Source: an optimization exercise on an open RTL-to-GDS flow (aim: small area). Production flows keep margins and buffers that such runs may drop.
The RTL was checked by simulation tests, not by an equivalence proof against the original design.

==> run a: inputs <==
==> flow/design.v (excerpt) <==
module ex_stage (
  input  logic                             clk,
  input  logic                             rst_n,
  input  logic [3:0]                       alu_operator_i,
  input  logic [ex_pkg::xlen-1:0]          alu_operand_a_i,
  input  logic [ex_pkg::xlen-1:0]          alu_operand_b_i,
  input  logic [ex_pkg::xlen-1:0]          alu_operand_c_i,
  input  logic                             alu_en_i,
  input  logic [1:0]                       mult_operator_i,
  input  logic [ex_pkg::xlen-1:0]          mult_operand_a_i,
  input  logic [ex_pkg::xlen-1:0]          mult_operand_b_i,
  input  logic [ex_pkg::xlen-1:0]          mult_operand_c_i,
  input  logic                             mult_en_i,
  input  logic [ex_pkg::xlen-1:0]          mult_dot_op_a_i,
  input  logic [ex_pkg::xlen-1:0]          mult_dot_op_b_i,
  input  logic                             dot_spr_operand_i,
  input  logic                             lsu_en_i,
  ...
export LEC_CHECK = 0
export CAP_MARGIN = 5
export CORE_MARGIN = 2
export CORE_UTILIZATION = 40
export SLEW_MARGIN = 5
export SYNTH_HIERARCHICAL = 1
export SYNTH_MINIMUM_KEEP_SIZE = 0
create_clock -name core_clock -period 22.0 [get_ports {clk}]
standard.sh (not shown) runs the stock make flow with config.mk's settings and CLKGATE_MAP_FILE= SYNTH_SCRIPT=/design/flow/synth_recipe.tcl, a recipe that flattens the netlist after the stock synthesis.
==> flow/flow/run.sh <==
#!/bin/bash
# Standard ORFS layout with these changes: the port buffers are the smallest
# buffer cell; clock tree synthesis adds no dummy loads, builds the tree from
# small clock buffers and uses larger sink clusters. Each step's output goes
# to its own log in the work folder.
set -euo pipefail
bash standard.sh synth > synth.log 2>&1
bash standard.sh "BUFFER_PORTS_ARGS=-buffer_cell sky130_fd_sc_hd__buf_1" \
  "CTS_ARGS=-sink_clustering_enable -repair_clock_nets -dont_use_dummy_load -buf_list {sky130_fd_sc_hd__clkbuf_4 sky130_fd_sc_hd__clkbuf_16} -sink_clustering_size 30 -sink_clustering_max_diameter 80" \
  finish > layout.log 2>&1
==> inputs of run b, as changes to run a <==
==> flow/flow/run.sh (replaced) <==
#!/bin/bash
# Standard ORFS layout with these changes: the port buffers are the smallest
# buffer cell; clock tree synthesis adds no dummy loads, builds the tree from
# small clock buffers and uses larger sink clusters. Each step's output goes
# to its own log in the work folder.
set -euo pipefail
bash standard.sh synth > synth.log 2>&1
bash standard.sh "BUFFER_PORTS_ARGS=-buffer_cell sky130_fd_sc_hd__buf_1" \
  "CTS_ARGS=-sink_clustering_enable -repair_clock_nets -dont_use_dummy_load -buf_list {sky130_fd_sc_hd__clkbuf_4 sky130_fd_sc_hd__clkbuf_8} -sink_clustering_size 16 -sink_clustering_max_diameter 80" \
  REMOVE_ABC_BUFFERS=1 finish > layout.log 2>&1
--- a/flow/config.mk
+++ b/flow/config.mk
@@ -8,6 +8,7 @@
 export CAP_MARGIN = 5
 export CORE_MARGIN = 2
 export CORE_UTILIZATION = 40
+export GPL_TIMING_DRIVEN = 0
 export SLEW_MARGIN = 5
 export SYNTH_HIERARCHICAL = 1
 export SYNTH_MINIMUM_KEEP_SIZE = 0
==> out/summary.txt <==
Final Max Slew Viols -> 3
Via density -> 6.68
Max Cap Viol -> 1
Worst path depth -> 34
total detailed-routing wirelength -> 159000 um
crit path max-delay cell type -> ha_2
GRT Util Overall -> 33.3%
largest fanout of any net on the critical path -> 33
multi-input combinational cell area -> 27600 um2
worst endpoint data arrival time -> 17350 ps
share of final layout cell area taken by clock buffers and inverters -> 0.664%
result of the run -> complete, but fails checks
start point of the worst min-delay path -> u_spr.aspr_vld[1]
Final Util -> 43.7%
Blocking Checks -> max-capacitance violations, max-slew violations
half-perimeter wire length of the detailed placement result -> 126000 um
wire length of the first global-routing pass -> 225000 um
the above is filed under run b

==> out/summary.txt <==
worst endpoint data arrival time -> 16590 ps
Final Util -> 43.7%
start point of the worst min-delay path -> u_spr.aspr_vld[0]
GRT Util Overall -> 34.6%
share of final layout cell area taken by clock buffers and inverters -> 1.02%
Core Box Area -> 90000 um2
half-perimeter wire length of the detailed placement result -> 132000 um
crit path max-delay cell type -> fa_1
largest fanout of any net on the critical path -> 27
Final Max Slew Viols -> 0
result of the run -> no timing/DRC/antenna violations
Max Cap Viol -> 0
total detailed-routing wirelength -> 165000 um
multi-input combinational cell area -> 27500 um2
the above is filed under run a



==> lagoon <==
Another version of the RTL of ex_stage (not shown whole).
## ex_stage
module ex_stage (
  input  logic                             clk,
  input  logic                             rst_n,
  input  logic [3:0]                       alu_operator_i,
  input  logic [ex_pkg::xlen-1:0]          alu_operand_a_i,
  input  logic [ex_pkg::xlen-1:0]          alu_operand_b_i,
  input  logic [ex_pkg::xlen-1:0]          alu_operand_c_i,
  input  logic                             alu_en_i,
  input  logic [1:0]                       mult_operator_i,
  input  logic [ex_pkg::xlen-1:0]          mult_operand_a_i,
  input  logic [ex_pkg::xlen-1:0]          mult_operand_b_i,
  input  logic [ex_pkg::xlen-1:0]          mult_operand_c_i,
  input  logic                             mult_en_i,
  input  logic [ex_pkg::xlen-1:0]          mult_dot_op_a_i,
  input  logic [ex_pkg::xlen-1:0]          mult_dot_op_b_i,
  input  logic                             dot_spr_operand_i,
  input  logic                             lsu_en_i,
  input  logic [ex_pkg::xlen-1:0]          lsu_rdata_i,
  input  logic [rnn_pkg::tosprw_w-1:0]     lsu_tosprw_ex_i,
  input  logic [rnn_pkg::tospra_w-1:0]     lsu_tospra_ex_i,
  input  logic                             lsu_ready_ex_i,
  input  logic                             lsu_err_i,
  output logic                             compute_load_vliw_o,
  input  logic                             branch_in_ex_i,
  input  logic [ex_pkg::reg_addr_w-1:0]    regfile_alu_waddr_i,
  input  logic                             regfile_alu_we_i,
  input  logic                             regfile_we_i,
  input  logic [ex_pkg::reg_addr_w-1:0]    regfile_waddr_i,
  input  logic                             csr_access_i,
  input  logic [ex_pkg::xlen-1:0]          csr_rdata_i,
  output logic [ex_pkg::reg_addr_w-1:0]    regfile_waddr_wb_o,
  output logic                             regfile_we_wb_o,
  output logic [ex_pkg::xlen-1:0]          regfile_wdata_wb_o,
  output logic [ex_pkg::reg_addr_w-1:0]    regfile_alu_waddr_fw_o,
  output logic                             regfile_alu_we_fw_o,
  output logic [ex_pkg::xlen-1:0]          regfile_alu_wdata_fw_o,
  output logic [ex_pkg::xlen-1:0]          jump_target_o,
  output logic                             branch_decision_o,
  output logic                             ex_ready_o,
  output logic                             ex_valid_o,
  input  logic                             wb_ready_i
);
clock: 22.0 ns
lec_check: 0
cap_margin: 0
core_margin: 2
core_utilization: 40
gpl_routability_driven: 0
slew_margin: 0
synth_hierarchical: 1
synth_minimum_keep_size: 0
==> flow/flow/run.sh <==
#!/bin/bash
# Standard ORFS layout with these changes: the port buffers are the smallest
# buffer cell; clock tree synthesis adds no dummy loads, builds the tree from
# small clock buffers and uses larger sink clusters. Each step's output goes
# to its own log in the work folder.
set -euo pipefail
bash standard.sh synth > synth.log 2>&1
bash standard.sh "BUFFER_PORTS_ARGS=-buffer_cell sky130_fd_sc_hd__buf_1" \
  "CTS_ARGS=-sink_clustering_enable -repair_clock_nets -dont_use_dummy_load -buf_list {sky130_fd_sc_hd__clkbuf_4 sky130_fd_sc_hd__clkbuf_8} -sink_clustering_size 16 -sink_clustering_max_diameter 80" \
  finish > layout.log 2>&1
==> inputs of raven, as changes to lagoon <==
--- a/flow/config.mk
+++ b/flow/config.mk
@@ -6,9 +6,10 @@
 export NUM_CORES = 4
 export LEC_CHECK = 0
-export CAP_MARGIN = 0
+export CAP_MARGIN = 5
 export CORE_MARGIN = 2
 export CORE_UTILIZATION = 40
 export GPL_ROUTABILITY_DRIVEN = 0
-export SLEW_MARGIN = 0
+export PLACE_DENSITY = 0.7
+export SLEW_MARGIN = 5
 export SYNTH_HIERARCHICAL = 1
 export SYNTH_MINIMUM_KEEP_SIZE = 0
==> inputs of nickel, as changes to lagoon <==
--- a/flow/config.mk
+++ b/flow/config.mk
@@ -6,9 +6,9 @@
 export NUM_CORES = 4
 export LEC_CHECK = 0
-export CAP_MARGIN = 0
+export CAP_MARGIN = 5
 export CORE_MARGIN = 2
 export CORE_UTILIZATION = 40
 export GPL_ROUTABILITY_DRIVEN = 0
-export SLEW_MARGIN = 0
+export SLEW_MARGIN = 5
 export SYNTH_HIERARCHICAL = 1
 export SYNTH_MINIMUM_KEEP_SIZE = 0
==> comparison table <==
metric                                                                                 nickel              lagoon                     raven
Worst setup startpoint                                                     lsu_tosprw_ex_i[1]  lsu_tosprw_ex_i[1]         dot_spr_operand_i
Via total after detailed routing                                                        31400               31400                     32800
Total half-perimeter wirelength after legalization and detailed placement           128000 um           128000 um                 126000 um
Arrival time at the worst endpoint                                                   16.68 ns            16.68 ns                  17.19 ns
Final worst path period need                                                         21.08 ns            21.08 ns                  21.59 ns
Detailed-route wire length                                                          159000 um           159000 um                 159000 um
Final-layout non-clock buffer area share                                               0.0610              0.0610                    0.0604
Global-route wire length before repair                                              226000 um           226000 um                 225000 um
Number of optimization iterations in the first detailed-route pass                         10                  10                        11
Outcome                                                      no timing/DRC/antenna violations  no timing/DRC/antenna violations  finished with violations
Reasons for failing layout checks                                                           -                   -       max-slew violations
GR Util met3                                                                           0.0941              0.0941                     0.160
Final clock period utilization by the worst path                                        0.958               0.958                     0.982
Cells on worst reg2reg path                                                                31                  31                        30
Total stage count of the critical path                                                     37                  37                        29
Layout cell share with drive strength beyond 1                                         0.0890              0.0890                    0.0874
Placed cells                                                                             4697                4697                      4692
Routed wire per std cell                                                              33.7 um             33.7 um                   33.7 um
Area growth, synth to finish                                                            7.09%               7.09%                     7.09%
Max-slew violation count                                                                    0                   0                         2
Initial DRC count                                                                        5243                5243                      5895
Maximum number of pins on one net before global-route repair                               65                  65                        61
Worst setup slack before clock tree synthesis                                         1.04 ns             1.04 ns                  0.928 ns


==> job 4031: inputs <==
Another version of the RTL of ex_stage (not shown whole).
Settings: LEC_CHECK=0, CAP_MARGIN=20, CORE_MARGIN=2, CORE_UTILIZATION=40, SLEW_MARGIN=20, SYNTH_HIERARCHICAL=1, SYNTH_MINIMUM_KEEP_SIZE=0; clock period 22.0 ns.
==> flow/flow/run.sh <==
#!/bin/bash
# Standard ORFS layout, with the port buffers made from the smallest buffer
# cell instead of the cell buffer_ports picks by default. Each step's output
# goes to its own log in the work folder.
set -euo pipefail
bash standard.sh synth > synth.log 2>&1
bash standard.sh "BUFFER_PORTS_ARGS=-buffer_cell sky130_fd_sc_hd__buf_1" finish > layout.log 2>&1
==> job 1203: changes against job 4031 <==
--- a/flow/design.v
+++ b/flow/design.v
@@ -38,49 +38,44 @@
 import ex_pkg::*;
 module ex_alu (
   input  ex_pkg::alu_op_e            operator_i,
   input  logic [ex_pkg::xlen-1:0]    operand_a_i,
   input  logic [ex_pkg::xlen-1:0]    operand_b_i,
-  output logic [ex_pkg::xlen-1:0]    result_o,
-  output logic                       comparison_result_o
+  output logic                       comparison_result_o,
+  input  logic                       alu_en_i,
+  input  logic                       mult_en_i,
+  input  logic                       csr_access_i,
+  input  logic                       dot_spr_operand_i,
+  input  logic [ex_pkg::xlen-1:0]    csr_rdata_i,
+  input  logic [ex_pkg::xlen-1:0]    mult_result_i,
+  output logic [ex_pkg::xlen-1:0]    fw_wdata_o
 );
-  localparam int unsigned Blk1 = 12;
-  localparam int unsigned Blk2 = 22;
+  localparam int unsigned Blk = 20;
   logic [xlen-1:0] a, b, bx, sum;
   logic            sub;
   logic [4:0]      shamt;
   logic            is_equal, lt_signed, lt_unsigned, cout;
   assign a     = operand_a_i;
   assign b     = operand_b_i;
   assign shamt = b[4:0];
   assign sub = (operator_i != ALU_ADD);
   assign bx  = b ^ {xlen{sub}};
-  logic [Blk1:0]      cl;
-  logic [Blk2:Blk1]   c10, c11;
-  logic [xlen:Blk2]   c20, c21;
-  logic [xlen-1:0]    s0, s1;
-  logic               cm;
+  logic [Blk:0]       cl;
+  logic [xlen:Blk]    c0, c1;
+  logic [xlen-1:Blk]  s0, s1;
   assign cl[0] = sub;
-  for (genvar i = 0; i < Blk1; i++) begin : g_lo
+  for (genvar i = 0; i < Blk; i++) begin : g_lo
     ex_fa u_fa (.a(a[i]), .b(bx[i]), .c(cl[i]), .s(sum[i]), .co(cl[i+1]));
   end
-  assign c10[Blk1] = 1'b0;
-  assign c11[Blk1] = 1'b1;
-  for (genvar i = Blk1; i < Blk2; i++) begin : g_b1
-    ex_fa u_fa0 (.a(a[i]), .b(bx[i]), .c(c10[i]), .s(s0[i]), .co(c10[i+1]));
-    ex_fa u_fa1 (.a(a[i]), .b(bx[i]), .c(c11[i]), .s(s1[i]), .co(c11[i+1]));
-    assign sum[i] = cl[Blk1] ? s1[i] : s0[i];
-  end
-  assign cm = cl[Blk1] ? c11[Blk2] : c10[Blk2];
-  assign c20[Blk2] = 1'b0;
-  assign c21[Blk2] = 1'b1;
-  for (genvar i = Blk2; i < xlen; i++) begin : g_b2
-    ex_fa u_fa0 (.a(a[i]), .b(bx[i]), .c(c20[i]), .s(s0[i]), .co(c20[i+1]));
-    ex_fa u_fa1 (.a(a[i]), .b(bx[i]), .c(c21[i]), .s(s1[i]), .co(c21[i+1]));
-    assign sum[i] = cm ? s1[i] : s0[i];
+  assign c0[Blk] = 1'b0;
+  assign c1[Blk] = 1'b1;
+  for (genvar i = Blk; i < xlen; i++) begin : g_hi
+    ex_fa u_fa0 (.a(a[i]), .b(bx[i]), .c(c0[i]), .s(s0[i]), .co(c0[i+1]));
+    ex_fa u_fa1 (.a(a[i]), .b(bx[i]), .c(c1[i]), .s(s1[i]), .co(c1[i+1]));
+    assign sum[i] = cl[Blk] ? s1[i] : s0[i];
   end
-  assign cout = cm ? c21[xlen] : c20[xlen];
+  assign cout = cl[Blk] ? c1[xlen] : c0[xlen];
   assign is_equal    = ~|p;
   assign lt_unsigned = ~cout;
   assign lt_signed   = (a[xlen-1] ^ b[xlen-1]) ? a[xlen-1] : ~cout;
   logic            left, arith, fill;
   logic [xlen-1:0] sh_in, sh_out;
@@ -109,25 +104,32 @@
       ALU_LT:  comparison_result_o = lt_signed;
       ALU_GE:  comparison_result_o = ~lt_signed;
       default: comparison_result_o = 1'b0;
     endcase
   end
-  logic            s_sum, s_g, s_p, s_shr, s_bit0;
-  logic [xlen-1:0] g, p, lu, res;
+  logic            fw_alu, fw_csr, fw_mult;
+  logic            s_sum, s_g, s_p, s_shr, s_shl, s_bit0;
+  logic [xlen-1:0] g, p, res;
+  assign fw_alu  = (dot_spr_operand_i & mult_en_i)
+                 | (~csr_access_i & ~mult_en_i & alu_en_i);
+  assign fw_csr  = ~(dot_spr_operand_i & mult_en_i) & csr_access_i;
+  assign fw_mult = ~dot_spr_operand_i & ~csr_access_i & mult_en_i;
   assign g      = a & b;
   assign p      = a ^ b;
-  assign s_sum  = (operator_i == ALU_ADD) | (operator_i == ALU_SUB);
-  assign s_g    = (operator_i == ALU_AND) | (operator_i == ALU_OR);
-  assign s_p    = (operator_i == ALU_OR)  | (operator_i == ALU_XOR);
-  assign s_shr  = (operator_i == ALU_SRL) | (operator_i == ALU_SRA);
-  assign s_bit0 = (operator_i == ALU_SLT) ? lt_signed :
-                  (operator_i == ALU_SLTU) ? lt_unsigned : comparison_result_o;
+  assign s_sum  = fw_alu & ((operator_i == ALU_ADD) | (operator_i == ALU_SUB));
+  assign s_g    = fw_alu & ((operator_i == ALU_AND) | (operator_i == ALU_OR));
+  assign s_p    = fw_alu & ((operator_i == ALU_OR)  | (operator_i == ALU_XOR));
+  assign s_shr  = fw_alu & ((operator_i == ALU_SRL) | (operator_i == ALU_SRA));
+  assign s_shl  = fw_alu & left;
+  assign s_bit0 = fw_alu & ((operator_i == ALU_SLT) ? lt_signed :
+                            (operator_i == ALU_SLTU) ? lt_unsigned : comparison_result_o);
   for (genvar i = 0; i < xlen; i++) begin : g_res
     assign res[i] = (s_sum & sum[i]) | (s_g & g[i]) | (s_p & p[i])
-                  | (s_shr & sh_out[i]) | (left & sh_out[xlen-1-i]);
+                  | (s_shr & sh_out[i]) | (s_shl & sh_out[xlen-1-i])
+                  | (fw_csr & csr_rdata_i[i]) | (fw_mult & mult_result_i[i]);
   end
-  assign result_o = {res[xlen-1:1], res[0] | s_bit0};
+  assign fw_wdata_o = {res[xlen-1:1], res[0] | s_bit0};
 endmodule
 `timescale 1ns/1ps
 import ex_pkg::*;
 module ex_mult (
   input  ex_pkg::mult_op_e           operator_i,
@@ -1682,10 +1684,11 @@
   logic s1496;
   logic c1497;
   logic s1498;
   logic c1499;
   logic cy1500;
+  logic x1501;
   assign bl0 = 1'b0;
   assign one0 = B[0] ^ bl0;
   assign two0 = (B[1] & ~B[0] & ~bl0) | (~B[1] & B[0] & bl0);
   assign neg0 = B[1] & ~(B[0] & bl0);
   assign bl1 = B[1];
@@ -2937,13 +2940,21 @@
   assign R[27] = cy1459 ? s1492 : s1472;
   assign R[28] = cy1459 ? s1494 : s1474;
   assign R[29] = cy1459 ? s1496 : s1476;
   assign R[30] = cy1459 ? s1498 : s1478;
   assign cy1500 = cy1459 ? c1499 : c1479;
-  assign R[31] = cc496 ^ pp116 ^ pp148 ^ pp178 ^ pp206 ^ pp232 ^ pp264 ^ pp294 ^ pp32 ^ pp322 ^ pp348 ^ pp380 ^ pp410 ^ pp438 ^ pp464 ^ pp62 ^ pp90 ^ c752 ^ c744 ^ c746 ^ c748 ^ c750 ^ c966 ^ c968 ^ c970 ^ c1146 ^ c972 ^ c1148 ^ c1150 ^ c1270 ^ c1272 ^ c1334 ^ c1396 ^ cy1500;
+  assign x1501 = cc496 ^ pp116 ^ pp148 ^ pp178 ^ pp206 ^ pp232 ^ pp264 ^ pp294 ^ pp32 ^ pp322 ^ pp348 ^ pp380 ^ pp410 ^ pp438 ^ pp464 ^ pp62 ^ pp90 ^ c752 ^ c744 ^ c746 ^ c748 ^ c750 ^ c966 ^ c968 ^ c970 ^ c1146 ^ c972 ^ c1148 ^ c1150 ^ c1270 ^ c1272 ^ c1334 ^ c1396;
+  ex_xor2 u_r31 (.a(x1501), .b(cy1500), .y(R[31]));
   assign result_o = R;
 endmodule
+module ex_xor2 (
+  input  logic a,
+  input  logic b,
+  output logic y
+);
+  assign y = a ^ b;
+endmodule
 module ex_fa (
   input  logic a,
   input  logic b,
   input  logic c,
   output logic s,
@@ -3005,13 +3016,11 @@
   input  logic                             alu_en_i,
   input  logic                             mult_en_i,
   input  logic                             csr_access_i,
   input  logic                             lsu_en_i,
   input  logic                             dot_spr_operand_i,
-  input  logic [ex_pkg::xlen-1:0]          alu_result_i,
   input  logic [ex_pkg::xlen-1:0]          mult_result_i,
-  input  logic [ex_pkg::xlen-1:0]          csr_rdata_i,
   input  logic                             regfile_alu_we_i,
   input  logic [ex_pkg::reg_addr_w-1:0]    regfile_alu_waddr_i,
   input  logic                             regfile_we_i,
   input  logic [ex_pkg::reg_addr_w-1:0]    regfile_waddr_i,
   input  logic [rnn_pkg::tosprw_w-1:0]     lsu_tosprw_ex_i,
@@ -3021,11 +3030,10 @@
   input  logic                             lsu_ready_ex_i,
   input  logic                             wb_ready_i,
   input  logic                             branch_in_ex_i,
   output logic                             regfile_alu_we_fw_o,
   output logic [ex_pkg::reg_addr_w-1:0]    regfile_alu_waddr_fw_o,
-  output logic [ex_pkg::xlen-1:0]          regfile_alu_wdata_fw_o,
   output logic                             regfile_we_wb_o,
   output logic [ex_pkg::reg_addr_w-1:0]    regfile_waddr_wb_o,
   output logic [ex_pkg::xlen-1:0]          regfile_wdata_wb_o,
   output logic                             wspr_we_o,
   output logic [rnn_pkg::wspr_sel_w-1:0]   wspr_waddr_o,
@@ -3044,22 +3052,10 @@
   logic [xlen-1:0]       mult_result_q;
   assign load_compute        = dot_spr_operand_i & mult_en_i;
   assign compute_load_vliw_o = load_compute;
   assign regfile_alu_we_fw_o    = regfile_alu_we_i;
   assign regfile_alu_waddr_fw_o = regfile_alu_waddr_i;
-  always_comb begin
-    regfile_alu_wdata_fw_o = '0;
-    if (load_compute) begin
-      regfile_alu_wdata_fw_o = alu_result_i;    
-    end else if (csr_access_i) begin
-      regfile_alu_wdata_fw_o = csr_rdata_i;
-    end else if (mult_en_i) begin
-      regfile_alu_wdata_fw_o = mult_result_i;
-    end else if (alu_en_i) begin
-      regfile_alu_wdata_fw_o = alu_result_i;
-    end
-  end
   always_ff @(posedge clk or negedge rst_n) begin
     if (!rst_n) begin
       regfile_we_lsu     <= 1'b0;
       regfile_waddr_lsu  <= '0;
       dot_spr_operand_wb <= 1'b0;
@@ -3134,11 +3130,10 @@
   output logic                             branch_decision_o,
   output logic                             ex_ready_o,
   output logic                             ex_valid_o,
   input  logic                             wb_ready_i
 );
-  logic [xlen-1:0]       alu_result;
   logic                  alu_cmp_result;
   logic [xlen-1:0]       mult_result;
   logic [n_wspr*xlen-1:0] wspr;
   logic [n_aspr*xlen-1:0] aspr;
   logic [n_wspr-1:0]     wspr_rd;
@@ -3151,12 +3146,18 @@
   assign jump_target_o     = alu_operand_c_i;
   ex_alu u_alu (
     .operator_i          (alu_operator_i),
     .operand_a_i         (alu_operand_a_i),
     .operand_b_i         (alu_operand_b_i),
-    .result_o            (alu_result),
-    .comparison_result_o (alu_cmp_result)
+    .comparison_result_o (alu_cmp_result),
+    .alu_en_i            (alu_en_i),
+    .mult_en_i           (mult_en_i),
+    .csr_access_i        (csr_access_i),
+    .dot_spr_operand_i   (dot_spr_operand_i),
+    .csr_rdata_i         (csr_rdata_i),
+    .mult_result_i       (mult_result),
+    .fw_wdata_o          (regfile_alu_wdata_fw_o)
   );
   ex_mult u_mult (
     .operator_i        (mult_operator_i),
     .op_a_i            (mult_operand_a_i),
     .op_b_i            (mult_operand_b_i),
@@ -3191,13 +3192,11 @@
     .alu_en_i               (alu_en_i),
     .mult_en_i              (mult_en_i),
     .csr_access_i           (csr_access_i),
     .lsu_en_i               (lsu_en_i),
     .dot_spr_operand_i      (dot_spr_operand_i),
-    .alu_result_i           (alu_result),
     .mult_result_i          (mult_result),
-    .csr_rdata_i            (csr_rdata_i),
     .regfile_alu_we_i       (regfile_alu_we_i),
     .regfile_alu_waddr_i    (regfile_alu_waddr_i),
     .regfile_we_i           (regfile_we_i),
     .regfile_waddr_i        (regfile_waddr_i),
     .lsu_tosprw_ex_i        (lsu_tosprw_ex_i),
@@ -3207,11 +3206,10 @@
     .lsu_ready_ex_i         (lsu_ready_ex_i),
     .wb_ready_i             (wb_ready_i),
     .branch_in_ex_i         (branch_in_ex_i),
     .regfile_alu_we_fw_o    (regfile_alu_we_fw_o),
     .regfile_alu_waddr_fw_o (regfile_alu_waddr_fw_o),
-    .regfile_alu_wdata_fw_o (regfile_alu_wdata_fw_o),
     .regfile_we_wb_o        (regfile_we_wb_o),
     .regfile_waddr_wb_o     (regfile_waddr_wb_o),
     .regfile_wdata_wb_o     (regfile_wdata_wb_o),
     .wspr_we_o              (wspr_we),
     .wspr_waddr_o           (wspr_waddr),
CAP_MARGIN = 5   (was 20)
SLEW_MARGIN = 5   (was 20)
==> run notes <==
status - complete, no violations
Routed WL - 166 mm
multi-input gate count - 2717
pin count of the biggest net entering global routing - 55
number of buffers created by CTS - 27
gr usage total - 0.347
crit path max fanout - 17
That was job 1203.
==> run notes <==
number of buffers created by CTS - 24
die height - 308 um
crit path max fanout - 21
gr usage total - 0.342
pin count of the biggest net entering global routing - 52
commonest non-fill, non-tap cell in the layout - fa_1
status - complete, no violations
Routed WL - 165 mm
Most Crowded Layer GR - met2
That was job 4031.

## port drivers added, routing unchanged
In the flow no input, the clock included, has a driving cell. The finished layouts below were timed again as built, in two steps. Step 1 sets driving cells, clkbuf_16 on the clock port and buf_2 on the other inputs (assumed; they add their load-dependent delay and slew). Step 2 adds t to the input delays and takes it off the output delays; t is the mean of the earliest and latest rising clock arrival at the registers after step 1. Input paths then give back, and output paths get back, about the clock's delay inside the block. a / b / c = no drivers / after step 1 / after step 2; a / b = the first two.
run	t (ns)	setup slack, ns	worst setup path after step 2	clock arrival spread, ns	cell pins on the clock port's net
run a	0.533	1.015 / 0.989 / 0.989	input to output	0.086 / 0.086	1
run b	0.522	0.250 / 0.227 / 0.227	input to output	0.057 / 0.057	1
lagoon	0.577	0.917 / 0.897 / 0.897	input to output	0.028 / 0.027	1
raven	0.557	0.406 / 0.376 / 0.376	input to output	0.025 / 0.025	1
nickel	0.577	0.917 / 0.897 / 0.897	input to output	0.028 / 0.027	1
job 4031	0.570	0.330 / 0.309 / 0.309	input to output	0.028 / 0.028	1
job 1203	0.606	0.963 / 0.937 / 0.937	input to output	0.018 / 0.018	1
For raven, which loses most, drivers alone change the setup slack by -0.030 ns; drivers and shift together by -0.030 ns.
